Background: an optimization exercise with open tools, aiming at small area and a short achievable clock period. Do not read the settings as production practice.
Only simulation tests tie the RTL to the original design; equivalence was not proved.

$ cat design/flow/design.v
package posit_pkg;
    localparam OP_SIZE = 2;
    typedef enum logic [OP_SIZE-1:0] {
        ADD = 2'd0,
        SUB = 2'd1,
        MUL = 2'd2,
        DIV = 2'd3
    } op_t;
endpackage
`timescale 1ns/1ps
module posit_decode (
    input  logic [14:0]       mag,
    output logic signed [5:0] te,
    output logic [11:0]       frac,
    output logic              hid
);
    logic        first;
    logic [13:0] x;
    logic [3:0]  lz;
    logic [13:0] y;
    assign first = mag[14];
    assign x     = mag[13:0] ^ {14{first}};
    assign hid   = |mag;
    always_comb begin
        lz = 4'd14;
        for (int i = 0; i < 14; i++) begin
            if (x[i]) lz = 4'(13 - i);
        end
    end
    assign y    = {mag[12:0], 1'b0} << lz;
    assign te   = {first ? {1'b0, lz} : ~{1'b0, lz}, y[13]};
    assign frac = y[12:1];
endmodule
`timescale 1ns/1ps
module core_add_sub (
    input  logic signed [5:0] te1,
    input  logic signed [5:0] te2,
    input  logic [12:0]       mant1,
    input  logic [12:0]       mant2,
    input  logic              eff_sub,
    output logic signed [6:0] te_out,
    output logic [11:0]       frac,
    output logic              guard,
    output logic              sticky,
    output logic              is_zero
);
    logic [6:0]  d;
    logic [3:0]  dsat;
    logic [14:0] bg, sml, small_sh, lowmask;
    logic        stk;
    logic [15:0] r;
    logic [4:0]  lz;
    logic [15:0] n;
    assign d    = 7'(te1) - 7'(te2);
    assign dsat = (d > 7'd15) ? 4'd15 : d[3:0];
    assign bg      = {mant1, 2'b00};
    assign sml    = {mant2, 2'b00};
    assign small_sh = sml >> dsat;
    assign lowmask  = ~(15'h7fff << dsat);
    assign stk      = |(sml & lowmask);
    logic [15:0] sum;
    rca #(.W(15)) add_i (
        .a(bg), .b(small_sh ^ {15{eff_sub}}), .cin(eff_sub & !stk), .s(sum)
    );
    assign r = {sum[15] & !eff_sub, sum[14:0]};
    always_comb begin
        lz = 5'd16;
        for (int i = 0; i < 16; i++) begin
            if (r[i]) lz = 5'(15 - i);
        end
    end
    assign n       = r << lz;
    assign frac    = n[14:3];
    assign guard   = n[2];
    assign sticky  = n[1] | n[0] | stk;
    assign te_out  = 7'(te1) + 7'sd1 - 7'(lz);
    assign is_zero = (r == 16'd0);
endmodule
module rca #(
    parameter W = 16
) (
    input  logic [W-1:0] a,
    input  logic [W-1:0] b,
    input  logic         cin,
    output logic [W:0]   s
);
    logic [W:0] cy;
    assign cy[0] = cin;
    for (genvar i = 0; i < W; i++) begin : g_bit
        assign s[i]    = a[i] ^ b[i] ^ cy[i];
        assign cy[i+1] = (a[i] & b[i]) | (a[i] & cy[i]) | (b[i] & cy[i]);
    end
    assign s[W] = cy[W];
endmodule
`timescale 1ns/1ps
module core_mul (
    input  logic signed [5:0] te1,
    input  logic signed [5:0] te2,
    input  logic [11:0]       f1,
    input  logic [11:0]       f2,
    output logic signed [6:0] te_out,
    output logic [11:0]       frac,
    output logic              guard,
    output logic              sticky
);
    logic [25:0] p;
    logic        ovf, kc;
    logic t1, t2, t3, t4, t5, t6, t7, t8, t9, t10, t11, t12, t13, t14, t15, t16, t17, t18, t19, t20, t21, t22, t23, t24, t25, t26, t27, t28, t29, t30, t31, t32, t33, t34, t35, t36, t37, t38, t39, t40, t41, t42, t43, t44, t45, t46, t47, t48, t49, t50, t51, t52, t53, t54, t55, t56, t57, t58, t59, t60, t61, t62, t63, t64, t65, t66, t67, t68, t69, t70, t71, t72, t73, t74, t75, t76, t77, t78, t79, t80, t81, t82, t83, t84, t85, t86, t87, t88, t89, t90, t91, t92, t93, t94, t95, t96, t97, t98, t99, t100, t101, t102, t103, t104, t105, t106, t107, t108, t109, t110, t111, t112, t113, t114, t115, t116, t117, t118, t119, t120, t121, t122, t123, t124, t125, t126, t127, t128, t129, t130, t131, t132, t133, t134, t135, t136, t137, t138, t139, t140, t141, t142, t143, t144, t145, t146, t147, t148, t149, t150, t151, t152, t153, t154, t155, t156, t157, t158, t159, t160, t161, t162, t163, t164, t165, t166, t167, t168, t169, t170, t171, t172, t173, t174, t175, t176, t177, t178, t179, t180, t181, t182, t183, t184, t185, t186, t187, t188, t189, t190, t191, t192, t193, t194, t195, t196, t197, t198, t199, t200, t201, t202, t203, t204, t205, t206, t207, t208, t209, t210, t211, t212, t213, t214, t215, t216, t217, t218, t219, t220, t221, t222, t223, t224, t225, t226, t227, t228, t229, t230, t231, t232, t233, t234, t235, t236, t237, t238, t239, t240, t241, t242, t243, t244, t245, t246, t247, t248, t249, t250, t251, t252, t253, t254, t255, t256, t257, t258, t259, t260, t261, t262, t263, t264, t265, t266, t267, t268, t269, t270, t271, t272, t273, t274, t275, t276, t277, t278, t279, t280, t281, t282, t283, t284, t285, t286, t287, t288, t289, t290, t291, t292, t293, t294, t295, t296, t297, t298, t299, t300, t301, t302, t303, t304, t305, t306, t307, t308, t309, t310, t311, t312, t313, t314, t315, t316, t317, t318, t319, t320, t321, t322, t323, t324, t325, t326, t327, t328, t329, t330, t331, t332, t333, t334, t335, t336, t337, t338, t339, t340, t341, t342, t343, t344, t345, t346, t347, t348, t349, t350, t351, t352, t353, t354, t355, t356, t357, t358, t359, t360, t361, t362, t363, t364, t365, t366, t367, t368, t369, t370, t371, t372, t373, t374, t375, t376, t377, t378, t379, t380, t381, t382, t383, t384, t385, t386, t387, t388, t389, t390, t391, t392, t393, t394, t395, t396, t397, t398, t399, t400, t401, t402, t403, t404, t405, t406, t407, t408, t409, t410, t411, t412, t413, t414, t415, t416, t417, t418, t419, t420, t421, t422, t423, t424, t425, t426, t427, t428, t429, t430, t431, t432, t433, t434, t435, t436, t437, t438, t439, t440, t441, t442, t443, t444, t445, t446, t447, t448, t449, t450, t451, t452, t453, t454, t455, t456, t457, t458;
    assign kc = 1'b1;
    assign t1 = (f1[0] & f2[0]);
    assign t2 = (f1[0] & f2[1]);
    assign t3 = (f1[1] & f2[0]);
    assign t4 = (f1[0] & f2[2]);
    assign t5 = (f1[1] & f2[1]);
    assign t6 = (f1[2] & f2[0]);
    assign t7 = (f1[0] & f2[3]);
    assign t8 = (f1[1] & f2[2]);
    assign t9 = (f1[2] & f2[1]);
    assign t10 = (f1[3] & f2[0]);
    assign t11 = (f1[0] & f2[4]);
    assign t12 = (f1[1] & f2[3]);
    assign t13 = (f1[2] & f2[2]);
    assign t14 = (f1[3] & f2[1]);
    assign t15 = (f1[4] & f2[0]);
    assign t16 = (f1[0] & f2[5]);
    assign t17 = (f1[1] & f2[4]);
    assign t18 = (f1[2] & f2[3]);
    assign t19 = (f1[3] & f2[2]);
    assign t20 = (f1[4] & f2[1]);
    assign t21 = (f1[5] & f2[0]);
    assign t22 = (f1[0] & f2[6]);
    assign t23 = (f1[1] & f2[5]);
    assign t24 = (f1[2] & f2[4]);
    assign t25 = (f1[3] & f2[3]);
    assign t26 = (f1[4] & f2[2]);
    assign t27 = (f1[5] & f2[1]);
    assign t28 = (f1[6] & f2[0]);
    assign t29 = (f1[0] & f2[7]);
    assign t30 = (f1[1] & f2[6]);
    assign t31 = (f1[2] & f2[5]);
    assign t32 = (f1[3] & f2[4]);
    assign t33 = (f1[4] & f2[3]);
    assign t34 = (f1[5] & f2[2]);
    assign t35 = (f1[6] & f2[1]);
    assign t36 = (f1[7] & f2[0]);
    assign t37 = (f1[0] & f2[8]);
    assign t38 = (f1[1] & f2[7]);
    assign t39 = (f1[2] & f2[6]);
    assign t40 = (f1[3] & f2[5]);
    assign t41 = (f1[4] & f2[4]);
    assign t42 = (f1[5] & f2[3]);
    assign t43 = (f1[6] & f2[2]);
    assign t44 = (f1[7] & f2[1]);
    assign t45 = (f1[8] & f2[0]);
    assign t46 = (f1[0] & f2[9]);
    assign t47 = (f1[1] & f2[8]);
    assign t48 = (f1[2] & f2[7]);
    assign t49 = (f1[3] & f2[6]);
    assign t50 = (f1[4] & f2[5]);
    assign t51 = (f1[5] & f2[4]);
    assign t52 = (f1[6] & f2[3]);
    assign t53 = (f1[7] & f2[2]);
    assign t54 = (f1[8] & f2[1]);
    assign t55 = (f1[9] & f2[0]);
    assign t56 = (f1[0] & f2[10]);
    assign t57 = (f1[1] & f2[9]);
    assign t58 = (f1[2] & f2[8]);
    assign t59 = (f1[3] & f2[7]);
    assign t60 = (f1[4] & f2[6]);
    assign t61 = (f1[5] & f2[5]);
    assign t62 = (f1[6] & f2[4]);
    assign t63 = (f1[7] & f2[3]);
    assign t64 = (f1[8] & f2[2]);
    assign t65 = (f1[9] & f2[1]);
    assign t66 = (f1[10] & f2[0]);
    assign t67 = (f1[0] & f2[11]);
    assign t68 = (f1[1] & f2[10]);
    assign t69 = (f1[2] & f2[9]);
    assign t70 = (f1[3] & f2[8]);
    assign t71 = (f1[4] & f2[7]);
    assign t72 = (f1[5] & f2[6]);
    assign t73 = (f1[6] & f2[5]);
    assign t74 = (f1[7] & f2[4]);
    assign t75 = (f1[8] & f2[3]);
    assign t76 = (f1[9] & f2[2]);
    assign t77 = (f1[10] & f2[1]);
    assign t78 = (f1[11] & f2[0]);
    assign t79 = (f1[1] & f2[11]);
    assign t80 = (f1[2] & f2[10]);
    assign t81 = (f1[3] & f2[9]);
    assign t82 = (f1[4] & f2[8]);
    assign t83 = (f1[5] & f2[7]);
    assign t84 = (f1[6] & f2[6]);
    assign t85 = (f1[7] & f2[5]);
    assign t86 = (f1[8] & f2[4]);
    assign t87 = (f1[9] & f2[3]);
    assign t88 = (f1[10] & f2[2]);
    assign t89 = (f1[11] & f2[1]);
    assign t90 = (f1[2] & f2[11]);
    assign t91 = (f1[3] & f2[10]);
    assign t92 = (f1[4] & f2[9]);
    assign t93 = (f1[5] & f2[8]);
    assign t94 = (f1[6] & f2[7]);
    assign t95 = (f1[7] & f2[6]);
    assign t96 = (f1[8] & f2[5]);
    assign t97 = (f1[9] & f2[4]);
    assign t98 = (f1[10] & f2[3]);
    assign t99 = (f1[11] & f2[2]);
    assign t100 = (f1[3] & f2[11]);
    assign t101 = (f1[4] & f2[10]);
    assign t102 = (f1[5] & f2[9]);
    assign t103 = (f1[6] & f2[8]);
    assign t104 = (f1[7] & f2[7]);
    assign t105 = (f1[8] & f2[6]);
    assign t106 = (f1[9] & f2[5]);
    assign t107 = (f1[10] & f2[4]);
    assign t108 = (f1[11] & f2[3]);
    assign t109 = (f1[4] & f2[11]);
    assign t110 = (f1[5] & f2[10]);
    assign t111 = (f1[6] & f2[9]);
    assign t112 = (f1[7] & f2[8]);
    assign t113 = (f1[8] & f2[7]);
    assign t114 = (f1[9] & f2[6]);
    assign t115 = (f1[10] & f2[5]);
    assign t116 = (f1[11] & f2[4]);
    assign t117 = (f1[5] & f2[11]);
    assign t118 = (f1[6] & f2[10]);
    assign t119 = (f1[7] & f2[9]);
    assign t120 = (f1[8] & f2[8]);
    assign t121 = (f1[9] & f2[7]);
    assign t122 = (f1[10] & f2[6]);
    assign t123 = (f1[11] & f2[5]);
    assign t124 = (f1[6] & f2[11]);
    assign t125 = (f1[7] & f2[10]);
    assign t126 = (f1[8] & f2[9]);
    assign t127 = (f1[9] & f2[8]);
    assign t128 = (f1[10] & f2[7]);
    assign t129 = (f1[11] & f2[6]);
    assign t130 = (f1[7] & f2[11]);
    assign t131 = (f1[8] & f2[10]);
    assign t132 = (f1[9] & f2[9]);
    assign t133 = (f1[10] & f2[8]);
    assign t134 = (f1[11] & f2[7]);
    assign t135 = (f1[8] & f2[11]);
    assign t136 = (f1[9] & f2[10]);
    assign t137 = (f1[10] & f2[9]);
    assign t138 = (f1[11] & f2[8]);
    assign t139 = (f1[9] & f2[11]);
    assign t140 = (f1[10] & f2[10]);
    assign t141 = (f1[11] & f2[9]);
    assign t142 = (f1[10] & f2[11]);
    assign t143 = (f1[11] & f2[10]);
    assign t144 = (f1[11] & f2[11]);
    assign t145 = t46 ^ t47;
    assign t146 = t46 & t47;
    assign t147 = t56 ^ t57 ^ t58;
    assign t148 = (t56 & t57) | (t56 & t58) | (t57 & t58);
    assign t149 = t59 ^ t60;
    assign t150 = t59 & t60;
    assign t151 = t67 ^ t68 ^ t69;
    assign t152 = (t67 & t68) | (t67 & t69) | (t68 & t69);
    assign t153 = t70 ^ t71 ^ t72;
    assign t154 = (t70 & t71) | (t70 & t72) | (t71 & t72);
    assign t155 = t73 ^ t74;
    assign t156 = t73 & t74;
    assign t157 = t79 ^ t80 ^ t81;
    assign t158 = (t79 & t80) | (t79 & t81) | (t80 & t81);
    assign t159 = t82 ^ t83 ^ t84;
    assign t160 = (t82 & t83) | (t82 & t84) | (t83 & t84);
    assign t161 = t85 ^ t86 ^ t87;
    assign t162 = (t85 & t86) | (t85 & t87) | (t86 & t87);
    assign t163 = t88 ^ t89;
    assign t164 = t88 & t89;
    assign t165 = t90 ^ t91 ^ t92;
    assign t166 = (t90 & t91) | (t90 & t92) | (t91 & t92);
    assign t167 = t93 ^ t94 ^ t95;
    assign t168 = (t93 & t94) | (t93 & t95) | (t94 & t95);
    assign t169 = t96 ^ t97 ^ t98;
    assign t170 = (t96 & t97) | (t96 & t98) | (t97 & t98);
    assign t171 = t99 ^ f1[1];
    assign t172 = t99 & f1[1];
    assign t173 = t100 ^ t101 ^ t102;
    assign t174 = (t100 & t101) | (t100 & t102) | (t101 & t102);
    assign t175 = t103 ^ t104 ^ t105;
    assign t176 = (t103 & t104) | (t103 & t105) | (t104 & t105);
    assign t177 = t106 ^ t107 ^ t108;
    assign t178 = (t106 & t107) | (t106 & t108) | (t107 & t108);
    assign t179 = t109 ^ t110 ^ t111;
    assign t180 = (t109 & t110) | (t109 & t111) | (t110 & t111);
    assign t181 = t112 ^ t113 ^ t114;
    assign t182 = (t112 & t113) | (t112 & t114) | (t113 & t114);
    assign t183 = t117 ^ t118 ^ t119;
    assign t184 = (t117 & t118) | (t117 & t119) | (t118 & t119);
    assign t185 = t22 ^ t23;
    assign t186 = t22 & t23;
    assign t187 = t29 ^ t30 ^ t31;
    assign t188 = (t29 & t30) | (t29 & t31) | (t30 & t31);
    assign t189 = t32 ^ t33;
    assign t190 = t32 & t33;
    assign t191 = t37 ^ t38 ^ t39;
    assign t192 = (t37 & t38) | (t37 & t39) | (t38 & t39);
    assign t193 = t40 ^ t41 ^ t42;
    assign t194 = (t40 & t41) | (t40 & t42) | (t41 & t42);
    assign t195 = t43 ^ t44;
    assign t196 = t43 & t44;
    assign t197 = t48 ^ t49 ^ t50;
    assign t198 = (t48 & t49) | (t48 & t50) | (t49 & t50);
    assign t199 = t51 ^ t52 ^ t53;
    assign t200 = (t51 & t52) | (t51 & t53) | (t52 & t53);
    assign t201 = t54 ^ t55 ^ t145;
    assign t202 = (t54 & t55) | (t54 & t145) | (t55 & t145);
    assign t203 = t61 ^ t62 ^ t63;
    assign t204 = (t61 & t62) | (t61 & t63) | (t62 & t63);
    assign t205 = t64 ^ t65 ^ t66;
    assign t206 = (t64 & t65) | (t64 & t66) | (t65 & t66);
    assign t207 = t146 ^ t147 ^ t149;
    assign t208 = (t146 & t147) | (t146 & t149) | (t147 & t149);
    assign t209 = t75 ^ t76 ^ t77;
    assign t210 = (t75 & t76) | (t75 & t77) | (t76 & t77);
    assign t211 = t78 ^ t148 ^ t150;
    assign t212 = (t78 & t148) | (t78 & t150) | (t148 & t150);
    assign t213 = t151 ^ t153 ^ t155;
    assign t214 = (t151 & t153) | (t151 & t155) | (t153 & t155);
    assign t215 = f1[0] ^ f2[0] ^ t152;
    assign t216 = (f1[0] & f2[0]) | (f1[0] & t152) | (f2[0] & t152);
    assign t217 = t154 ^ t156 ^ t157;
    assign t218 = (t154 & t156) | (t154 & t157) | (t156 & t157);
    assign t219 = t159 ^ t161 ^ t163;
    assign t220 = (t159 & t161) | (t159 & t163) | (t161 & t163);
    assign t221 = f2[1] ^ t158 ^ t160;
    assign t222 = (f2[1] & t158) | (f2[1] & t160) | (t158 & t160);
    assign t223 = t162 ^ t164 ^ t165;
    assign t224 = (t162 & t164) | (t162 & t165) | (t164 & t165);
    assign t225 = t167 ^ t169 ^ t171;
    assign t226 = (t167 & t169) | (t167 & t171) | (t169 & t171);
    assign t227 = f1[2] ^ f2[2] ^ t166;
    assign t228 = (f1[2] & f2[2]) | (f1[2] & t166) | (f2[2] & t166);
    assign t229 = t168 ^ t170 ^ t172;
    assign t230 = (t168 & t170) | (t168 & t172) | (t170 & t172);
    assign t231 = t173 ^ t175 ^ t177;
    assign t232 = (t173 & t175) | (t173 & t177) | (t175 & t177);
    assign t233 = t115 ^ t116 ^ f1[3];
    assign t234 = (t115 & t116) | (t115 & f1[3]) | (t116 & f1[3]);
    assign t235 = f2[3] ^ t174 ^ t176;
    assign t236 = (f2[3] & t174) | (f2[3] & t176) | (t174 & t176);
    assign t237 = t178 ^ t179 ^ t181;
    assign t238 = (t178 & t179) | (t178 & t181) | (t179 & t181);
    assign t239 = t120 ^ t121 ^ t122;
    assign t240 = (t120 & t121) | (t120 & t122) | (t121 & t122);
    assign t241 = t123 ^ f1[4] ^ f2[4];
    assign t242 = (t123 & f1[4]) | (t123 & f2[4]) | (f1[4] & f2[4]);
    assign t243 = t180 ^ t182 ^ t183;
    assign t244 = (t180 & t182) | (t180 & t183) | (t182 & t183);
    assign t245 = t124 ^ t125 ^ t126;
    assign t246 = (t124 & t125) | (t124 & t126) | (t125 & t126);
    assign t247 = t127 ^ t128 ^ t129;
    assign t248 = (t127 & t128) | (t127 & t129) | (t128 & t129);
    assign t249 = f1[5] ^ f2[5] ^ t184;
    assign t250 = (f1[5] & f2[5]) | (f1[5] & t184) | (f2[5] & t184);
    assign t251 = t130 ^ t131 ^ t132;
    assign t252 = (t130 & t131) | (t130 & t132) | (t131 & t132);
    assign t253 = t133 ^ t134 ^ f1[6];
    assign t254 = (t133 & t134) | (t133 & f1[6]) | (t134 & f1[6]);
    assign t255 = t135 ^ t136 ^ t137;
    assign t256 = (t135 & t136) | (t135 & t137) | (t136 & t137);
    assign t257 = t11 ^ t12;
    assign t258 = t11 & t12;
    assign t259 = t16 ^ t17 ^ t18;
    assign t260 = (t16 & t17) | (t16 & t18) | (t17 & t18);
    assign t261 = t19 ^ t20;
    assign t262 = t19 & t20;
    assign t263 = t24 ^ t25 ^ t26;
    assign t264 = (t24 & t25) | (t24 & t26) | (t25 & t26);
    assign t265 = t27 ^ t28 ^ t185;
    assign t266 = (t27 & t28) | (t27 & t185) | (t28 & t185);
    assign t267 = t34 ^ t35 ^ t36;
    assign t268 = (t34 & t35) | (t34 & t36) | (t35 & t36);
    assign t269 = t186 ^ t187 ^ t189;
    assign t270 = (t186 & t187) | (t186 & t189) | (t187 & t189);
    assign t271 = t45 ^ t188 ^ t190;
    assign t272 = (t45 & t188) | (t45 & t190) | (t188 & t190);
    assign t273 = t191 ^ t193 ^ t195;
    assign t274 = (t191 & t193) | (t191 & t195) | (t193 & t195);
    assign t275 = t192 ^ t194 ^ t196;
    assign t276 = (t192 & t194) | (t192 & t196) | (t194 & t196);
    assign t277 = t197 ^ t199 ^ t201;
    assign t278 = (t197 & t199) | (t197 & t201) | (t199 & t201);
    assign t279 = t198 ^ t200 ^ t202;
    assign t280 = (t198 & t200) | (t198 & t202) | (t200 & t202);
    assign t281 = t203 ^ t205 ^ t207;
    assign t282 = (t203 & t205) | (t203 & t207) | (t205 & t207);
    assign t283 = t204 ^ t206 ^ t208;
    assign t284 = (t204 & t206) | (t204 & t208) | (t206 & t208);
    assign t285 = t209 ^ t211 ^ t213;
    assign t286 = (t209 & t211) | (t209 & t213) | (t211 & t213);
    assign t287 = t210 ^ t212 ^ t214;
    assign t288 = (t210 & t212) | (t210 & t214) | (t212 & t214);
    assign t289 = t215 ^ t217 ^ t219;
    assign t290 = (t215 & t217) | (t215 & t219) | (t217 & t219);
    assign t291 = t216 ^ t218 ^ t220;
    assign t292 = (t216 & t218) | (t216 & t220) | (t218 & t220);
    assign t293 = t221 ^ t223 ^ t225;
    assign t294 = (t221 & t223) | (t221 & t225) | (t223 & t225);
    assign t295 = t222 ^ t224 ^ t226;
    assign t296 = (t222 & t224) | (t222 & t226) | (t224 & t226);
    assign t297 = t227 ^ t229 ^ t231;
    assign t298 = (t227 & t229) | (t227 & t231) | (t229 & t231);
    assign t299 = t228 ^ t230 ^ t232;
    assign t300 = (t228 & t230) | (t228 & t232) | (t230 & t232);
    assign t301 = t233 ^ t235 ^ t237;
    assign t302 = (t233 & t235) | (t233 & t237) | (t235 & t237);
    assign t303 = t234 ^ t236 ^ t238;
    assign t304 = (t234 & t236) | (t234 & t238) | (t236 & t238);
    assign t305 = t239 ^ t241 ^ t243;
    assign t306 = (t239 & t241) | (t239 & t243) | (t241 & t243);
    assign t307 = t240 ^ t242 ^ t244;
    assign t308 = (t240 & t242) | (t240 & t244) | (t242 & t244);
    assign t309 = t245 ^ t247 ^ t249;
    assign t310 = (t245 & t247) | (t245 & t249) | (t247 & t249);
    assign t311 = f2[6] ^ t246 ^ t248;
    assign t312 = (f2[6] & t246) | (f2[6] & t248) | (t246 & t248);
    assign t313 = t250 ^ t251 ^ t253;
    assign t314 = (t250 & t251) | (t250 & t253) | (t251 & t253);
    assign t315 = t138 ^ f1[7] ^ f2[7];
    assign t316 = (t138 & f1[7]) | (t138 & f2[7]) | (f1[7] & f2[7]);
    assign t317 = t252 ^ t254 ^ t255;
    assign t318 = (t252 & t254) | (t252 & t255) | (t254 & t255);
    assign t319 = t139 ^ t140 ^ t141;
    assign t320 = (t139 & t140) | (t139 & t141) | (t140 & t141);
    assign t321 = f1[8] ^ f2[8] ^ t256;
    assign t322 = (f1[8] & f2[8]) | (f1[8] & t256) | (f2[8] & t256);
    assign t323 = t142 ^ t143 ^ f1[9];
    assign t324 = (t142 & t143) | (t142 & f1[9]) | (t143 & f1[9]);
    assign t325 = t7 ^ t8;
    assign t326 = t7 & t8;
    assign t327 = t13 ^ t14 ^ t15;
    assign t328 = (t13 & t14) | (t13 & t15) | (t14 & t15);
    assign t329 = t21 ^ t258 ^ t259;
    assign t330 = (t21 & t258) | (t21 & t259) | (t258 & t259);
    assign t331 = t260 ^ t262 ^ t263;
    assign t332 = (t260 & t262) | (t260 & t263) | (t262 & t263);
    assign t333 = t264 ^ t266 ^ t267;
    assign t334 = (t264 & t266) | (t264 & t267) | (t266 & t267);
    assign t335 = t268 ^ t270 ^ t271;
    assign t336 = (t268 & t270) | (t268 & t271) | (t270 & t271);
    assign t337 = t272 ^ t274 ^ t275;
    assign t338 = (t272 & t274) | (t272 & t275) | (t274 & t275);
    assign t339 = t276 ^ t278 ^ t279;
    assign t340 = (t276 & t278) | (t276 & t279) | (t278 & t279);
    assign t341 = t280 ^ t282 ^ t283;
    assign t342 = (t280 & t282) | (t280 & t283) | (t282 & t283);
    assign t343 = t284 ^ t286 ^ t287;
    assign t344 = (t284 & t286) | (t284 & t287) | (t286 & t287);
    assign t345 = t288 ^ t290 ^ t291;
    assign t346 = (t288 & t290) | (t288 & t291) | (t290 & t291);
    assign t347 = t292 ^ t294 ^ t295;
    assign t348 = (t292 & t294) | (t292 & t295) | (t294 & t295);
    assign t349 = t296 ^ t298 ^ t299;
    assign t350 = (t296 & t298) | (t296 & t299) | (t298 & t299);
    assign t351 = t300 ^ t302 ^ t303;
    assign t352 = (t300 & t302) | (t300 & t303) | (t302 & t303);
    assign t353 = t304 ^ t306 ^ t307;
    assign t354 = (t304 & t306) | (t304 & t307) | (t306 & t307);
    assign t355 = t308 ^ t310 ^ t311;
    assign t356 = (t308 & t310) | (t308 & t311) | (t310 & t311);
    assign t357 = t312 ^ t314 ^ t315;
    assign t358 = (t312 & t314) | (t312 & t315) | (t314 & t315);
    assign t359 = t316 ^ t318 ^ t319;
    assign t360 = (t316 & t318) | (t316 & t319) | (t318 & t319);
    assign t361 = f2[9] ^ t320 ^ t322;
    assign t362 = (f2[9] & t320) | (f2[9] & t322) | (t320 & t322);
    assign t363 = t144 ^ f1[10] ^ f2[10];
    assign t364 = (t144 & f1[10]) | (t144 & f2[10]) | (f1[10] & f2[10]);
    assign t365 = t4 ^ t5;
    assign t366 = t4 & t5;
    assign t367 = t9 ^ t10 ^ t325;
    assign t368 = (t9 & t10) | (t9 & t325) | (t10 & t325);
    assign t369 = t257 ^ t326 ^ t327;
    assign t370 = (t257 & t326) | (t257 & t327) | (t326 & t327);
    assign t371 = t261 ^ t328 ^ t329;
    assign t372 = (t261 & t328) | (t261 & t329) | (t328 & t329);
    assign t373 = t265 ^ t330 ^ t331;
    assign t374 = (t265 & t330) | (t265 & t331) | (t330 & t331);
    assign t375 = t269 ^ t332 ^ t333;
    assign t376 = (t269 & t332) | (t269 & t333) | (t332 & t333);
    assign t377 = t273 ^ t334 ^ t335;
    assign t378 = (t273 & t334) | (t273 & t335) | (t334 & t335);
    assign t379 = t277 ^ t336 ^ t337;
    assign t380 = (t277 & t336) | (t277 & t337) | (t336 & t337);
    assign t381 = t281 ^ t338 ^ t339;
    assign t382 = (t281 & t338) | (t281 & t339) | (t338 & t339);
    assign t383 = t285 ^ t340 ^ t341;
    assign t384 = (t285 & t340) | (t285 & t341) | (t340 & t341);
    assign t385 = t289 ^ t342 ^ t343;
    assign t386 = (t289 & t342) | (t289 & t343) | (t342 & t343);
    assign t387 = t293 ^ t344 ^ t345;
    assign t388 = (t293 & t344) | (t293 & t345) | (t344 & t345);
    assign t389 = t297 ^ t346 ^ t347;
    assign t390 = (t297 & t346) | (t297 & t347) | (t346 & t347);
    assign t391 = t301 ^ t348 ^ t349;
    assign t392 = (t301 & t348) | (t301 & t349) | (t348 & t349);
    assign t393 = t305 ^ t350 ^ t351;
    assign t394 = (t305 & t350) | (t305 & t351) | (t350 & t351);
    assign t395 = t309 ^ t352 ^ t353;
    assign t396 = (t309 & t352) | (t309 & t353) | (t352 & t353);
    assign t397 = t313 ^ t354 ^ t355;
    assign t398 = (t313 & t354) | (t313 & t355) | (t354 & t355);
    assign t399 = t317 ^ t356 ^ t357;
    assign t400 = (t317 & t356) | (t317 & t357) | (t356 & t357);
    assign t401 = t321 ^ t358 ^ t359;
    assign t402 = (t321 & t358) | (t321 & t359) | (t358 & t359);
    assign t403 = t323 ^ t360 ^ t361;
    assign t404 = (t323 & t360) | (t323 & t361) | (t360 & t361);
    assign t405 = t324 ^ t362 ^ t363;
    assign t406 = (t324 & t362) | (t324 & t363) | (t362 & t363);
    assign t407 = f1[11] ^ f2[11] ^ t364;
    assign t408 = (f1[11] & f2[11]) | (f1[11] & t364) | (f2[11] & t364);
    assign p[0] = t1;
    assign t409 = t2 ^ t3;
    assign t410 = t2 & t3;
    assign p[1] = t409;
    assign t411 = t6 ^ t365 ^ t410;
    assign t412 = (t6 & t365) | (t6 & t410) | (t365 & t410);
    assign p[2] = t411;
    assign t413 = t366 ^ t367 ^ t412;
    assign t414 = (t366 & t367) | (t366 & t412) | (t367 & t412);
    assign p[3] = t413;
    assign t415 = t368 ^ t369 ^ t414;
    assign t416 = (t368 & t369) | (t368 & t414) | (t369 & t414);
    assign p[4] = t415;
    assign t417 = t370 ^ t371 ^ t416;
    assign t418 = (t370 & t371) | (t370 & t416) | (t371 & t416);
    assign p[5] = t417;
    assign t419 = t372 ^ t373 ^ t418;
    assign t420 = (t372 & t373) | (t372 & t418) | (t373 & t418);
    assign p[6] = t419;
    assign t421 = t374 ^ t375 ^ t420;
    assign t422 = (t374 & t375) | (t374 & t420) | (t375 & t420);
    assign p[7] = t421;
    assign t423 = t376 ^ t377 ^ t422;
    assign t424 = (t376 & t377) | (t376 & t422) | (t377 & t422);
    assign p[8] = t423;
    assign t425 = t378 ^ t379 ^ t424;
    assign t426 = (t378 & t379) | (t378 & t424) | (t379 & t424);
    assign p[9] = t425;
    assign t427 = t380 ^ t381 ^ t426;
    assign t428 = (t380 & t381) | (t380 & t426) | (t381 & t426);
    assign p[10] = t427;
    assign t429 = t382 ^ t383 ^ t428;
    assign t430 = (t382 & t383) | (t382 & t428) | (t383 & t428);
    assign p[11] = t429;
    assign t431 = t384 ^ t385 ^ t430;
    assign t432 = (t384 & t385) | (t384 & t430) | (t385 & t430);
    assign p[12] = t431;
    assign t433 = t386 ^ t387 ^ t432;
    assign t434 = (t386 & t387) | (t386 & t432) | (t387 & t432);
    assign p[13] = t433;
    assign t435 = t388 ^ t389 ^ t434;
    assign t436 = (t388 & t389) | (t388 & t434) | (t389 & t434);
    assign p[14] = t435;
    assign t437 = t390 ^ t391 ^ t436;
    assign t438 = (t390 & t391) | (t390 & t436) | (t391 & t436);
    assign p[15] = t437;
    assign t439 = t392 ^ t393 ^ t438;
    assign t440 = (t392 & t393) | (t392 & t438) | (t393 & t438);
    assign p[16] = t439;
    assign t441 = t394 ^ t395 ^ t440;
    assign t442 = (t394 & t395) | (t394 & t440) | (t395 & t440);
    assign p[17] = t441;
    assign t443 = t396 ^ t397 ^ t442;
    assign t444 = (t396 & t397) | (t396 & t442) | (t397 & t442);
    assign p[18] = t443;
    assign t445 = t398 ^ t399 ^ t444;
    assign t446 = (t398 & t399) | (t398 & t444) | (t399 & t444);
    assign p[19] = t445;
    assign t447 = t400 ^ t401 ^ t446;
    assign t448 = (t400 & t401) | (t400 & t446) | (t401 & t446);
    assign p[20] = t447;
    assign t449 = t402 ^ t403 ^ t448;
    assign t450 = (t402 & t403) | (t402 & t448) | (t403 & t448);
    assign p[21] = t449;
    assign t451 = t404 ^ t405 ^ t450;
    assign t452 = (t404 & t405) | (t404 & t450) | (t405 & t450);
    assign p[22] = t451;
    assign t453 = t406 ^ t407 ^ t452;
    assign t454 = (t406 & t407) | (t406 & t452) | (t407 & t452);
    assign p[23] = t453;
    assign t455 = kc ^ t408 ^ t454;
    assign t456 = (kc & t408) | (kc & t454) | (t408 & t454);
    assign p[24] = t455;
    assign t457 = 1'b0 ^ t456;
    assign t458 = 1'b0 & t456;
    assign p[25] = t457;
    assign ovf    = p[25];
    assign frac   = ovf ? p[24:13] : p[23:12];
    assign guard  = ovf ? p[12] : p[11];
    assign sticky = (|p[10:0]) | (ovf & p[11]);
    assign te_out = 7'(te1) + 7'(te2) + 7'(ovf);
endmodule
`timescale 1ns/1ps
module div_row #(
    parameter FIRST = 0         
) (
    input  logic [15:0] s,
    input  logic [15:0] c,
    input  logic [15:0] d1,     
    input  logic [15:0] d2,     
    input  logic [5:0]  m2,     
    input  logic [5:0]  m1,
    output logic [15:0] ns,     
    output logic [15:0] nc,
    output logic [1:0]  qpos,   
    output logic [1:0]  qneg    
);
    logic        sub, two, one, ge2, ltm2;
    logic [15:0] mag, x;
    if (FIRST) begin : g_first
        assign sub  = 1'b1;
        assign two  = s[15:9] >= {1'b0, m2};
        assign one  = !two;
        assign ge2  = two;
        assign ltm2 = 1'b0;
    end else begin : g_sel
        logic signed [6:0] est;
        logic              ge1, ltm1;
        assign est  = s[15:9] + c[15:9];
        assign ge2  = est >= $signed({1'b0, m2});
        assign ge1  = m1[1] ? (est >= 7'sd6) : (est >= 7'sd4);
        assign ltm2 = est < $signed(~{1'b0, m2});
        assign ltm1 = m1[1] ? (est < -7'sd7) : (est < -7'sd5);
        assign sub  = ge1;
        assign two  = ge2 | ltm2;
        assign one  = (ge1 | ltm1) & !two;
    end
    assign mag  = two ? d2 : (one ? d1 : 16'd0);
    assign x    = mag ^ {16{sub}};
    assign ns   = s ^ c ^ x;
    assign nc   = {((s & c) | (s & x) | (c & x)), sub};
    assign qpos = {ge2, sub & !two};
    assign qneg = {ltm2, !sub & one};
endmodule
module div_thresh (
    input  logic [2:0] dtop,
    output logic [5:0] m2,
    output logic [5:0] m1
);
    always_comb begin
        case (dtop)
            3'd0:    m2 = 6'd12;
            3'd1:    m2 = 6'd14;
            3'd2:    m2 = 6'd15;
            3'd3:    m2 = 6'd16;
            3'd4:    m2 = 6'd18;
            3'd5:    m2 = 6'd20;
            3'd6:    m2 = 6'd20;
            default: m2 = 6'd24;
        endcase
        m1 = dtop[2] ? 6'd6 : 6'd4;
    end
endmodule
module div_head #(
    parameter K = 2
) (
    input  logic [11:0]    f1,
    input  logic [11:0]    f2,
    output logic [15:0]    s_out,    
    output logic [15:0]    c_out,
    output logic [2*K-1:0] qpos,
    output logic [2*K-1:0] qneg
);
    logic [15:0] s [K+1];
    logic [15:0] c [K+1];
    logic [15:0] d1, d2;
    logic [5:0]  m2, m1;
    assign d1 = {4'b0001, f2};
    assign d2 = {3'b001, f2, 1'b0};
    div_thresh thr_i (.dtop(f2[11:9]), .m2(m2), .m1(m1));
    assign s[0] = {4'b0001, f1};
    assign c[0] = '0;
    for (genvar j = 0; j < K; j++) begin : g_it
        logic [15:0] ns, nc;
        div_row #(.FIRST(j == 0)) row_i (
            .s(s[j]), .c(c[j]), .d1(d1), .d2(d2), .m2(m2), .m1(m1),
            .ns(ns), .nc(nc), .qpos(qpos[2*(K-1-j) +: 2]), .qneg(qneg[2*(K-1-j) +: 2])
        );
        assign s[j+1] = {ns[13:0], 2'b00};
        assign c[j+1] = {nc[13:0], 2'b00};
    end
    assign s_out = s[K];
    assign c_out = c[K];
endmodule
module div_tail #(
    parameter K = 2,           
    parameter N = 8            
) (
    input  logic [15:0]    s_in,
    input  logic [15:0]    c_in,
    input  logic [2*K-1:0] qpos_in,
    input  logic [2*K-1:0] qneg_in,
    input  logic [11:0]    f2,
    output logic [14:0]    qm,        
    output logic           wneg,
    output logic           rem_nz
);
    localparam T = N - K;
    logic [15:0]    s [T+1];
    logic [15:0]    c [T+1];
    logic [15:0]    d1, d2;
    logic [5:0]     m2, m1;
    logic [2*T-1:0] qp, qn;
    logic [15:0]    ns_last, nc_last;
    assign d1 = {4'b0001, f2};
    assign d2 = {3'b001, f2, 1'b0};
    div_thresh thr_i (.dtop(f2[11:9]), .m2(m2), .m1(m1));
    assign s[0] = s_in;
    assign c[0] = c_in;
    for (genvar j = 0; j < T; j++) begin : g_it
        logic [15:0] ns, nc;
        div_row #(.FIRST(0)) row_i (
            .s(s[j]), .c(c[j]), .d1(d1), .d2(d2), .m2(m2), .m1(m1),
            .ns(ns), .nc(nc), .qpos(qp[2*(T-1-j) +: 2]), .qneg(qn[2*(T-1-j) +: 2])
        );
        assign s[j+1] = {ns[13:0], 2'b00};
        assign c[j+1] = {nc[13:0], 2'b00};
        if (j == T - 1) begin : g_last
            assign ns_last = ns;
            assign nc_last = nc;
        end
    end
    logic [15:0] w, qm16;
    logic        wzero, wmd;
    assign w      = ns_last + nc_last;
    assign wneg   = w[15];
    assign wzero  = (w == 16'd0);
    assign wmd    = (w == (~d1 + 16'd1));
    assign rem_nz = !(wzero | wmd);
    assign qm16   = {qpos_in, qp} + ~{qneg_in, qn};
    assign qm     = qm16[14:0];
endmodule
module div_finish (
    input  logic signed [6:0] te_in,    
    input  logic [14:0]       qm,
    input  logic              wneg,
    input  logic              rem_nz,
    output logic signed [6:0] te_out,
    output logic [11:0]       frac,
    output logic              guard,
    output logic              sticky
);
    logic [14:0] qt;
    assign qt     = qm + 15'(!wneg);
    assign frac   = qt[14] ? qt[13:2] : qt[12:1];
    assign guard  = qt[14] ? qt[1] : qt[0];
    assign sticky = (qt[14] & qt[0]) | rem_nz;
    assign te_out = te_in - 7'(!qt[14]);
endmodule
`timescale 1ns/1ps
module core_op (
    input  logic              is_mul,
    input  logic              is_div,
    input  logic              swap,      
    input  logic              eff_sub,
    input  logic signed [5:0] te_a,
    input  logic signed [5:0] te_b,
    input  logic [11:0]       f_a,
    input  logic [11:0]       f_b,
    input  logic              h_a,
    input  logic              h_b,
    output logic signed [6:0] te_out,
    input  logic [15:0]       div_s,     
    input  logic [15:0]       div_c,
    input  logic [3:0]        div_qp,
    input  logic [3:0]        div_qn,
    output logic [14:0]       val,       
    output logic              wneg,
    output logic              rem_nz,
    output logic              add_zero
);
    logic signed [5:0] te1, te2;
    logic [12:0]       mant1, mant2;
    logic signed [6:0] te_as, te_m;
    logic [11:0]       f_as, f_m;
    logic              g_as, g_m;
    logic              s_as, s_m;
    logic [14:0]       qm;
    assign te1   = swap ? te_b : te_a;
    assign te2   = swap ? te_a : te_b;
    assign mant1 = swap ? {h_b, f_b} : {h_a, f_a};
    assign mant2 = swap ? {h_a, f_a} : {h_b, f_b};
    core_add_sub add_sub_i (
        .te1(te1), .te2(te2), .mant1(mant1), .mant2(mant2), .eff_sub(eff_sub),
        .te_out(te_as), .frac(f_as), .guard(g_as), .sticky(s_as), .is_zero(add_zero)
    );
    core_mul mul_i (
        .te1(te_a), .te2(te_b), .f1(f_a), .f2(f_b),
        .te_out(te_m), .frac(f_m), .guard(g_m), .sticky(s_m)
    );
    div_tail #(.K(2), .N(8)) div_i (
        .s_in(div_s), .c_in(div_c), .qpos_in(div_qp), .qneg_in(div_qn), .f2(f_b),
        .qm(qm), .wneg(wneg), .rem_nz(rem_nz)
    );
    always_comb begin
        if (is_div) begin
            te_out = 7'(te_a) - 7'(te_b);
            val    = qm;
        end else if (is_mul) begin
            te_out = te_m;
            val    = {f_m, g_m, s_m, 1'b0};
        end else begin
            te_out = te_as;
            val    = {f_as, g_as, s_as, 1'b0};
        end
    end
endmodule
`timescale 1ns/1ps
module posit_encode (
    input  logic              sign,
    input  logic signed [6:0] te,
    input  logic [11:0]       frac,
    input  logic              guard,
    input  logic              sticky,
    input  logic              force_zero,
    input  logic              force_nar,
    output logic [15:0]       word
);
    logic signed [5:0] k;
    logic              kneg, hi, lo;
    logic [3:0]        sh;
    logic [15:0]       seed, body, lowmask;
    logic [14:0]       t, tm;
    logic              g, st, ru, rm, sm;
    assign k    = te[6:1];
    assign kneg = k[5];
    assign hi   = !kneg && (k > 6'sd13);
    assign lo   = kneg && (k < -6'sd14);
    assign sh   = k[3:0] ^ {4{kneg}};
    assign seed    = {~kneg, kneg, te[0], frac, guard};
    assign body    = $signed(seed) >>> sh;
    assign lowmask = ~(16'hffff << sh);
    assign t  = body[15:1];
    assign g  = body[0];
    assign st = (|(seed & lowmask)) | sticky;
    assign ru = g & (st | t[0]);
    always_comb begin
        tm = t;
        rm = ru;
        sm = sign;
        if (force_nar) begin
            tm = 15'h7fff; rm = 1'b1; sm = 1'b1;
        end else if (force_zero) begin
            tm = 15'h0000; rm = 1'b0; sm = 1'b0;
        end else if (hi) begin
            tm = 15'h7fff; rm = 1'b0;
        end else if (lo) begin
            tm = 15'h0001; rm = 1'b0;
        end
    end
    assign word = {sm, tm ^ {15{sm}}} + {15'b0, sm ^ rm};
endmodule
`timescale 1ns/1ps
module posit_unit (
    input  logic        clk,
    input  logic        rst_n,
    input  logic        in_valid,
    input  logic [1:0]  op,
    input  logic [15:0] a,
    input  logic [15:0] b,
    output logic        out_valid,
    output logic [15:0] result
);
    logic        sa, sb, sb_eff;
    logic [14:0] ma, mb;
    logic signed [5:0] ta, tb;
    logic [11:0] fa, fb;
    logic        ha, hb;
    logic        a_zero, b_zero, a_nar, b_nar;
    logic        nar_res, zero_res;
    assign sa = a[15];
    assign sb = b[15];
    assign ma = (a[14:0] ^ {15{sa}}) + 15'(sa);
    assign mb = (b[14:0] ^ {15{sb}}) + 15'(sb);
    assign sb_eff = sb ^ (op == 2'd1);
    posit_decode deca_i (.mag(ma), .te(ta), .frac(fa), .hid(ha));
    posit_decode decb_i (.mag(mb), .te(tb), .frac(fb), .hid(hb));
    logic [15:0] ds, dc;
    logic [3:0]  dqp, dqn;
    div_head #(.K(2)) div_head_i (
        .f1(fa), .f2(fb), .s_out(ds), .c_out(dc), .qpos(dqp), .qneg(dqn)
    );
    assign a_zero = (a == 16'h0000);
    assign b_zero = (b == 16'h0000);
    assign a_nar  = (a == 16'h8000);
    assign b_nar  = (b == 16'h8000);
    assign nar_res  = a_nar || b_nar || (op == 2'd3 && b_zero);
    assign zero_res = op[1] && (a_zero || (!op[0] && b_zero));
    logic        valid_q;
    logic        mul_q, div_q, swap_q;
    logic        sa_q, sb_q;
    logic signed [5:0] ta_q, tb_q;
    logic [11:0] fa_q, fb_q;
    logic        ha_q, hb_q;
    logic        nar_q, zero_q;
    logic [15:0] ds_q, dc_q;
    logic [3:0]  dqp_q, dqn_q;
    always_ff @(posedge clk) begin
        if (!rst_n) valid_q <= 1'b0;
        else        valid_q <= in_valid;
    end
    always_ff @(posedge clk) begin
        mul_q  <= (op == 2'd2);
        div_q  <= (op == 2'd3);
        swap_q <= (mb > ma);
        sa_q   <= sa;
        sb_q   <= sb_eff;
        ta_q   <= ta;
        tb_q   <= tb;
        fa_q   <= fa;
        fb_q   <= fb;
        ha_q   <= ha;
        hb_q   <= hb;
        nar_q  <= nar_res;
        zero_q <= zero_res;
        ds_q   <= ds;
        dc_q   <= dc;
        dqp_q  <= dqp;
        dqn_q  <= dqn;
    end
    logic signed [6:0] te_c;
    logic [14:0]       val_c;
    logic              wneg_c, rnz_c, add_zero;
    logic              res_sign;
    core_op core_op_i (
        .is_mul(mul_q), .is_div(div_q), .swap(swap_q), .eff_sub(sa_q ^ sb_q),
        .te_a(ta_q), .te_b(tb_q), .f_a(fa_q), .f_b(fb_q), .h_a(ha_q), .h_b(hb_q),
        .div_s(ds_q), .div_c(dc_q), .div_qp(dqp_q), .div_qn(dqn_q),
        .te_out(te_c), .val(val_c), .wneg(wneg_c), .rem_nz(rnz_c), .add_zero(add_zero)
    );
    always_comb begin
        if (mul_q || div_q) res_sign = sa_q ^ sb_q;
        else                res_sign = swap_q ? sb_q : sa_q;
    end
    logic              sign_r, div_r, wneg_r, rnz_r, fz_r, fn_r;
    logic signed [6:0] te_r;
    logic [14:0]       val_r;
    always_ff @(posedge clk) begin
        if (!rst_n) out_valid <= 1'b0;
        else        out_valid <= valid_q;
        sign_r <= res_sign;
        div_r  <= div_q;
        te_r   <= te_c;
        val_r  <= val_c;
        wneg_r <= wneg_c;
        rnz_r  <= rnz_c;
        fz_r   <= zero_q || (!mul_q && !div_q && add_zero);
        fn_r   <= nar_q;
    end
    logic signed [6:0] te_d, te_o;
    logic [11:0]       frac_d, frac_o;
    logic              g_d, st_d, g_o, st_o;
    div_finish div_fin_i (
        .te_in(te_r), .qm(val_r), .wneg(wneg_r), .rem_nz(rnz_r),
        .te_out(te_d), .frac(frac_d), .guard(g_d), .sticky(st_d)
    );
    assign te_o   = div_r ? te_d : te_r;
    assign frac_o = div_r ? frac_d : val_r[14:3];
    assign g_o    = div_r ? g_d : val_r[2];
    assign st_o   = div_r ? st_d : val_r[1];
    posit_encode enc_i (
        .sign(sign_r), .te(te_o), .frac(frac_o), .guard(g_o), .sticky(st_o),
        .force_zero(fz_r), .force_nar(fn_r), .word(result)
    );
endmodule
$ cat design/flow/run.sh
#!/bin/bash
# synth_recipe.tcl (not shown) runs the flow's synth.tcl, then flattens the netlist and writes it again
# the make line also repeats each setting of config.mk as NAME=value (left out here)
make -C /OpenROAD-flow-scripts/flow DESIGN_CONFIG=/design/flow/config.mk WORK_HOME=/design/flow/orfs CLKGATE_MAP_FILE= SYNTH_SCRIPT=/design/flow/synth_recipe.tcl finish
$ cat design/flow/config.mk
export PLATFORM = sky130hd
export DESIGN_NAME = posit_unit
export DESIGN_NICKNAME = posit_unit
export VERILOG_FILES = /design/flow/design.v
export SDC_FILE = /design/flow/constraint.sdc
export NUM_CORES = 4
export LEC_CHECK = 0
export ABC_AREA = 0
export CAP_MARGIN = 50
export CORE_MARGIN = 2
export CORE_UTILIZATION = 60
export GPL_TIMING_DRIVEN = 1
export SLEW_MARGIN = 70
$ cat design/flow/constraint.sdc
create_clock -name core_clock -period 80.0 [get_ports {clk}]
set_input_delay 16.0000 -clock core_clock [delete_from_list [all_inputs] [get_ports {clk}]]
set_output_delay 16.0000 -clock core_clock [all_outputs]
set_load 0.01 [all_outputs]
==> results.toml, run 1 <==
[critical_path]
cp_top_family = "adder cells"
cp.arrival_ps = 26500
r2r_slack_ps = 54670
rr_worst_depth = 100
r2r_end = "rnz_r"
critPathBufInv = 6
cp.required_ps = 80290
start_kind = "input pin"
critPathSlowestCell = "fa_1"
reg2reg_from = "fb_q[11]"
slowest_delay_ps = 510
setup.worst_path.end_class = "register"
crit_fanout = 34
path_class = "input pin to register"

[sta]
slew-limit-headroom_pct = 68.3
finalHoldViolCount = 0
drv_slew = 0
finClkSkew_ps = 24.7
period_minus_slack_ps = 26210
worst_slew_pin_slew_ps = 471
setup_tns_ps = 0
period_share_pct = 32.8
max_freq_ghz = 0.0382
rsz0062_at_grt = "no"
setup_viol_count_final = 0

[grt]
grt_pass1_vias = 24240
grt_max_degree = 51
overflow = 0
track_usage_pct = 33.5
grt_first_pass_wirelength_mm = 127
antenna_found_initial = 0

[clocking]
cts_tree = "done"
numClockSinks = 106
cts-resized-gates = 0
ctsHoldBuffers = 0
cts_made_buffers = 9
clk_pin_slew_worst_paths_ps = 80
clk_latency_ps = 400
cts_buffer_depth = 2
cts_post_setup_buffers_inserted = 0
ctsRootBufferMaster = "clkbuf_16"
htreeDepth = 3

[die]
initial_utilization_pct = 61.1
ios = 54
die_h_um = 214
die_x_um = 214
row_count = 76
dieArea_um2 = 45800
core_um2 = 43400

[synth]
avgSynthCellArea_um2 = 7.94
ys_warn_count = 16
netlist_area_um2 = 26500
ys_types = 117
async_flop_share_pct = 0
synth_seq_cells = 106
synth_edf_count = 0
syn_nets = 3846
syn_inst = 3334
ys_dominant_reg_cell = "dfxtp_1"
seq_area_frac_synth_pct = 8.02

[routing]
drtPass1Iterations = 6
drcViolationCount = 0
initialDrtViolationCount = 2746
ant_nets = 0
drt-vias-per-instance = 6.36
vias = 24740
wire_per_inst_um = 20.0
wl_mm = 77.8

[place]
place_congestion = 0.987
dp_hpwl_mm = 61.2
portBuffers = 53
placed_area_um2 = 28200

[run]
cap_violations = 0

[hold_path]
hp-class = "register to register"
hold_path_depth = 0
holdPathEnd = "fn_r"
hold_start = "nar_q"

[cells_and_area]
final_common_cell = "inv_1"
design_area_um2 = 29000
diodes = 0
final_cell_mix = "inv_1, ha_1, nor2_1"
final_nets = 3812
layout-drive-gt1-share_pct = 10.2
syn_to_final_growth_pct = 9.46

[outcome]
status = "timing/DRC/antenna clean"
Yosys cell counts (all sizes together) (22+ instances only):
library cell / n / area, µm²
nand3: 55 / 293
a21o: 50 / 375
nand2b: 47 / 294
nor4: 28 / 175
xnor2: 204 / 1830
mux2i: 131 / 1310
fa: 228 / 4560
xor2: 72 / 646
a21oi: 200 / 1000
o21ai: 162 / 811
and2: 110 / 688
nor3: 87 / 450
ha: 247 / 3090
or3: 22 / 138
inv: 342 / 1280
mux2: 25 / 282
nor2b: 32 / 200
nor2: 257 / 965
o22ai: 25 / 156
a22oi: 65 / 493
o21a: 27 / 204
buf: 37 / 190
dfxtp: 106 / 2120
a31oi: 35 / 234
nand2: 228 / 863
clkbuf: 131 / 492
worst register-to-register path: cells and delay by family, from the launching register on:
kind	cells	cell delay (ps)
mux	1	110
fa+ha+maj	28	9970
xor+xnor	8	1440
flops	1	310
simple gates	18	3130
buf+inv	10	2490
compound gates	35	7750
per-stage QoR:
step                      hold slack (ps)  utilization (%)  setup slack [ps]  instances
after global placement                313             63.2             52600       3849
after CTS                             336             65.8             53830       3882
after global routing                  339             66.8             52800       3890
after floorplan                       310                -             55310       3334
final                                 332             66.8             53790       3890
after detailed placement              320             65.1             53440       3866
registers in the layout, indices dropped and copies added, names as in the netlist, 2 cells and up:
register,count
val_r,15
ds_q,14
dc_q,12
fa_q,12
fb_q,12
te_r,7
ta_q,6
tb_q,6
dqp_q,3
dqn_q,2
how the worst max path moves through the flow:
stage / start / endpoint / slack, ps / cells past startpoint
after CTS: b[15] / ds_q[10] / 53830 / 41
after global placement: b[15] / ds_q[11] / 52600 / 38
after floorplan: b[15] / ds_q[5] / 55310 / 41
after detailed placement: b[15] / ds_q[10] / 53440 / 41
final: b[15] / ds_q[10] / 53790 / 41
after global routing: fb_q[11] / rnz_r / 52800 / 104
area by class of cell:
| cell class | instances | area (µm²) |
|---|---|---|
| multi-input cells | 2711 | 23500 |
| fillers | 3645 | 14400 |
| clock inverters | 6 | 50.0 |
| inverters | 349 | 1310 |
| flip-flops and latches | 106 | 2130 |
| repair buffers | 123 | 1060 |
| clock buffers | 10 | 239 |
| well taps | 585 | 732 |
logic make-up (layout without fill, tap and decap cells):
group           Yosys count  in the layout  synth area share [%]
simple gates            982            982                  18.7
xor+xnor                277            277                  9.44
mux                     162            162                  6.53
flops                   106            106                  8.02
fa+ha+maj               476            476                  29.0
buf+inv                 517            488                  7.52
compound gates          814            814                  20.9
layer usage:
layer  track usage [%]  wire length (µm)  up-vias
li1                  -                 -    11557
met1              46.9             33700    12019
met2              54.3             36000     1023
met3              5.21              6410      141
met4              8.19              1670        0
met5                 0                 0        -
==> run 2: changes to the inputs <==
--- a/design/flow/config.mk
+++ b/design/flow/config.mk
@@ -7,4 +7,4 @@
 export LEC_CHECK = 0
-export ABC_AREA = 0
-export CAP_MARGIN = 50
+export ABC_AREA = 1
+export CAP_MARGIN = 30
 export CORE_MARGIN = 2
@@ -12,2 +12,2 @@
 export GPL_TIMING_DRIVEN = 1
-export SLEW_MARGIN = 70
+export SLEW_MARGIN = 50
==> results.toml, run 2 <==
[sta]
period_minus_slack_ps = 26590
period_share_pct = 33.2
rsz0062_at_grt = "no"
worst_slew_pin_slew_ps = 750
setup_tns_ps = 0
max_freq_ghz = 0.0376
finalHoldViolCount = 0
drv_slew = 0
slew-limit-headroom_pct = 49.9
setup_viol_count_final = 0
finClkSkew_ps = 15.2

[synth]
synth_fa_ha_area_share_pct = 30.6
synth_xor_area_share_pct = 9.27
syn_inst = 3737
async_flop_share_pct = 0
ys_dominant_reg_cell = "dfxtp_1"
synth_area_leaders = "fa_1, nand2_1, ha_1"
synth_top_area_share_pct = 18.2
synth_seq_cells = 106
synth_edf_count = 0
synthTopCellsByCount = "nand2_1, inv_1, o21ai_0"
muxShareOfSynthArea_pct = 0.200
synth_top_family_by_area = "adder cells"
synthSimpleGateAreaFrac_pct = 23.6
synth_area_leader_cell = "fa_1"
yosysMostFrequentCell = "nand2_1"
seq_area_frac_synth_pct = 8.48
ys_types = 74
synth_compound_area_share_pct = 14.9
avgSynthCellArea_um2 = 6.70
netlist_area_um2 = 25000
syn_nets = 4249
ys_warn_count = 16

[hold_path]
holdPathEnd = "fn_r"
hp-class = "register to register"
hold_start = "nar_q"
hold_path_depth = 0

[grt]
grt_first_pass_wirelength_mm = 120
grt_max_degree = 65
grt_pass1_vias = 23351
antenna_found_initial = 0
overflow = 0
track_usage_pct = 34.0

[die]
die_h_um = 208
core_um2 = 41000
initial_utilization_pct = 61.0
die_x_um = 208
row_count = 74
dieArea_um2 = 43400
ios = 54

[clocking]
cts_buffer_depth = 2
htreeDepth = 3
cts_made_buffers = 9
cts_post_setup_buffers_inserted = 0
numClockSinks = 106
clk_pin_slew_worst_paths_ps = 80
cts-resized-gates = 0
cts_tree = "done"
clk_latency_ps = 390
ctsRootBufferMaster = "clkbuf_16"
ctsHoldBuffers = 0

[critical_path]
start_kind = "register"
cp.required_ps = 80290
r2r_slack_ps = 53410
critPathSlowestCell = "fa_1"
path_common_cell = "nand2_1"
r2r_end = "rnz_r"
cp.arrival_ps = 26880
slowest_delay_ps = 530
critPathBufInv = 12
setup.worst_path.end_class = "register"
cp_top_family = "adder cells"
path_class = "register to register"
crit_fanout = 19
reg2reg_from = "fb_q[10]"
crit_cells = 111
rr_worst_depth = 111

[cells_and_area]
reg_top3 = "val_r (15), ds_q (14)"
final_common_cell = "nand2_1"
syn_to_final_growth_pct = 4.81
regMostFlops = "val_r"
largest_reg_flops = 15
layout-drive-gt1-share_pct = 3.78
final_nets = 4214
final_cell_mix = "nand2_1, inv_1, o21ai_0"
diodes = 0

[place]
portBuffers = 53
place_congestion = 0.984
dp_hpwl_mm = 60.4

[outcome]
status = "timing/DRC/antenna clean"

[routing]
drcViolationCount = 0
ant_nets = 0
wl_mm = 73.5
initialDrtViolationCount = 2451
vias = 24272
wire_per_inst_um = 17.3
drtPass1Iterations = 6
drt-vias-per-instance = 5.73

[run]
cap_violations = 0
[run 2: changes by cell type after synthesis, sizes merged, moves of 48 or more]
cell / delta
o21ai: +109
o22ai: +53
nand3: +127
a22oi: -61
a21oi: -48
mux2i: -126
nor3: -53
nand2: +649
xor2: +135
and2: -100
xnor2: -159
inv: +353
[run 2: cell families after synthesis]
kind of cell	after synthesis
flip-flops	106
buffers and inverters	836
XOR/XNOR	255
multiplexers	5
AO/OA/AOI/OAI	644
adder cells (fa/ha/maj)	476
AND/OR/NAND/NOR	1415
[run 2: through the flow]
stage	instances	setup slack, ps	utilization [%]	instance area, µm²	hold WS [ps]
CTS	4239	53730	63.9	26200	384
global placement	4223	52780	63.1	25900	375
finish	4239	53410	64.0	26200	389
floorplan	3737	56440	-	25000	310
global route	4239	51340	64.0	26200	392
detailed placement	4223	53350	63.2	25900	375
[run 2: layout make-up]
| type | instances | area [µm²] |
|---|---|---|
| Clock buffer | 10 | 239 |
| Clock inverter | 6 | 71.3 |
| Fill cell | 3752 | 14800 |
| Inverter | 703 | 2640 |
| Multi-Input combinational cell | 2795 | 19700 |
| Sequential cell | 106 | 2130 |
| Tap cell | 532 | 666 |
| Timing Repair Buffer | 87 | 776 |
[run 2: layer usage]
metal	global-route usage [%]	share of wire, %	vias to the layer above
met4	11.3	3.2	0
met1	46.2	43	11327
li1	-	-	11786
met5	0	0	-
met3	5.13	8.0	158
met2	55.3	45	1001
[run 2: worst max path at each step]
stage	to	from
3_3_place_gp	ds_q[14]	a[15]
5_1_grt	rnz_r	fb_q[10]
4_1_cts	ds_q[10]	b[15]
6_report	rnz_r	fb_q[10]
3_5_place_dp	ds_q[10]	b[15]
2_1_floorplan	ds_q[10]	a[15]
==> run 3: changes to the inputs <==
--- a/design/flow/config.mk
+++ b/design/flow/config.mk
@@ -8,6 +8,6 @@
 export ABC_AREA = 1
-export CAP_MARGIN = 30
+export CAP_MARGIN = 70
 export CORE_MARGIN = 2
-export CORE_UTILIZATION = 60
+export CORE_UTILIZATION = 55
 export GPL_TIMING_DRIVEN = 1
-export SLEW_MARGIN = 50
+export SLEW_MARGIN = 90
==> results.toml, run 3 <==
[synth]
ys_warn_count = 16
seq_area_frac_synth_pct = 8.48
ys_dominant_reg_cell = "dfxtp_1"
syn_nets = 4249
synth_area_leader_cell = "fa_1"
async_flop_share_pct = 0
synth_edf_count = 0
netlist_area_um2 = 25000
ys_types = 74
synth_seq_cells = 106
avgSynthCellArea_um2 = 6.70
yosysMostFrequentCell = "nand2_1"
synthTopCellsByCount = "nand2_1, inv_1, o21ai_0"
synth_top_area_share_pct = 18.2
syn_inst = 3737
synth_area_leaders = "fa_1, nand2_1, ha_1"

[die]
initial_utilization_pct = 55.4
row_count = 78
die_x_um = 217
ios = 54
die_h_um = 217

[place]
portBuffers = 53
place_congestion = 1.03

[outcome]
error_line = "[ERROR DPL-0038] Utilization greater than 100%, impossible to legalize"
status = "aborted with a tool error"
stop_stage = "3_5_place_dp"
## run 3: cell counts after synthesis
Identical to the previous run, type by type.
## run 3: stage by stage
stage	hold WS [ps]	setup slack, ps	cells
after global placement	313	53140	4301
after floorplan	310	56440	3737
## run 3: how the worst max path moves through the flow
stage | start | endpoint | slack [ps]
3_3_place_gp | a[15] | ds_q[14] | 53140
2_1_floorplan | a[15] | ds_q[10] | 56440
## run 3: kinds of logic after synthesis
logic type	Yosys count	share of synthesized area (%)
compound gates	644	14.9
fa+ha+maj	476	30.6
simple gates	1415	23.6
flops	106	8.48
buf+inv	836	12.9
mux	5	0.200
xor+xnor	255	9.27

## port drivers added, routing unchanged
How much do the figures lean on ideal ports? The routed layouts below were timed once more, with nothing changed but the port constraints. Step 1: set_driving_cell puts a clkbuf_16 on clk and a buf_2 on each other input, an assumption about the parent block. Step 2 also shifts input and output timing later by t, the mid clock arrival at the registers, as if the neighbouring blocks saw the same clock. Slacks: no drivers / after step 1 / after step 2; pairs: no drivers / after step 1.
| run | t, ns | setup WS [ns] | latest minus earliest clock arrival (ns) |
|---|---|---|---|
| run 1 | 0.430 | 53.791 / 53.814 / 53.384 | 0.026 / 0.026 |
| run 2 | 0.430 | 53.411 / 53.411 / 53.411 | 0.015 / 0.016 |
After both steps setup and hold are still met in every run listed. For run 1, which loses most, drivers alone change the setup slack by +0.023 ns; drivers and shift together by -0.407 ns.
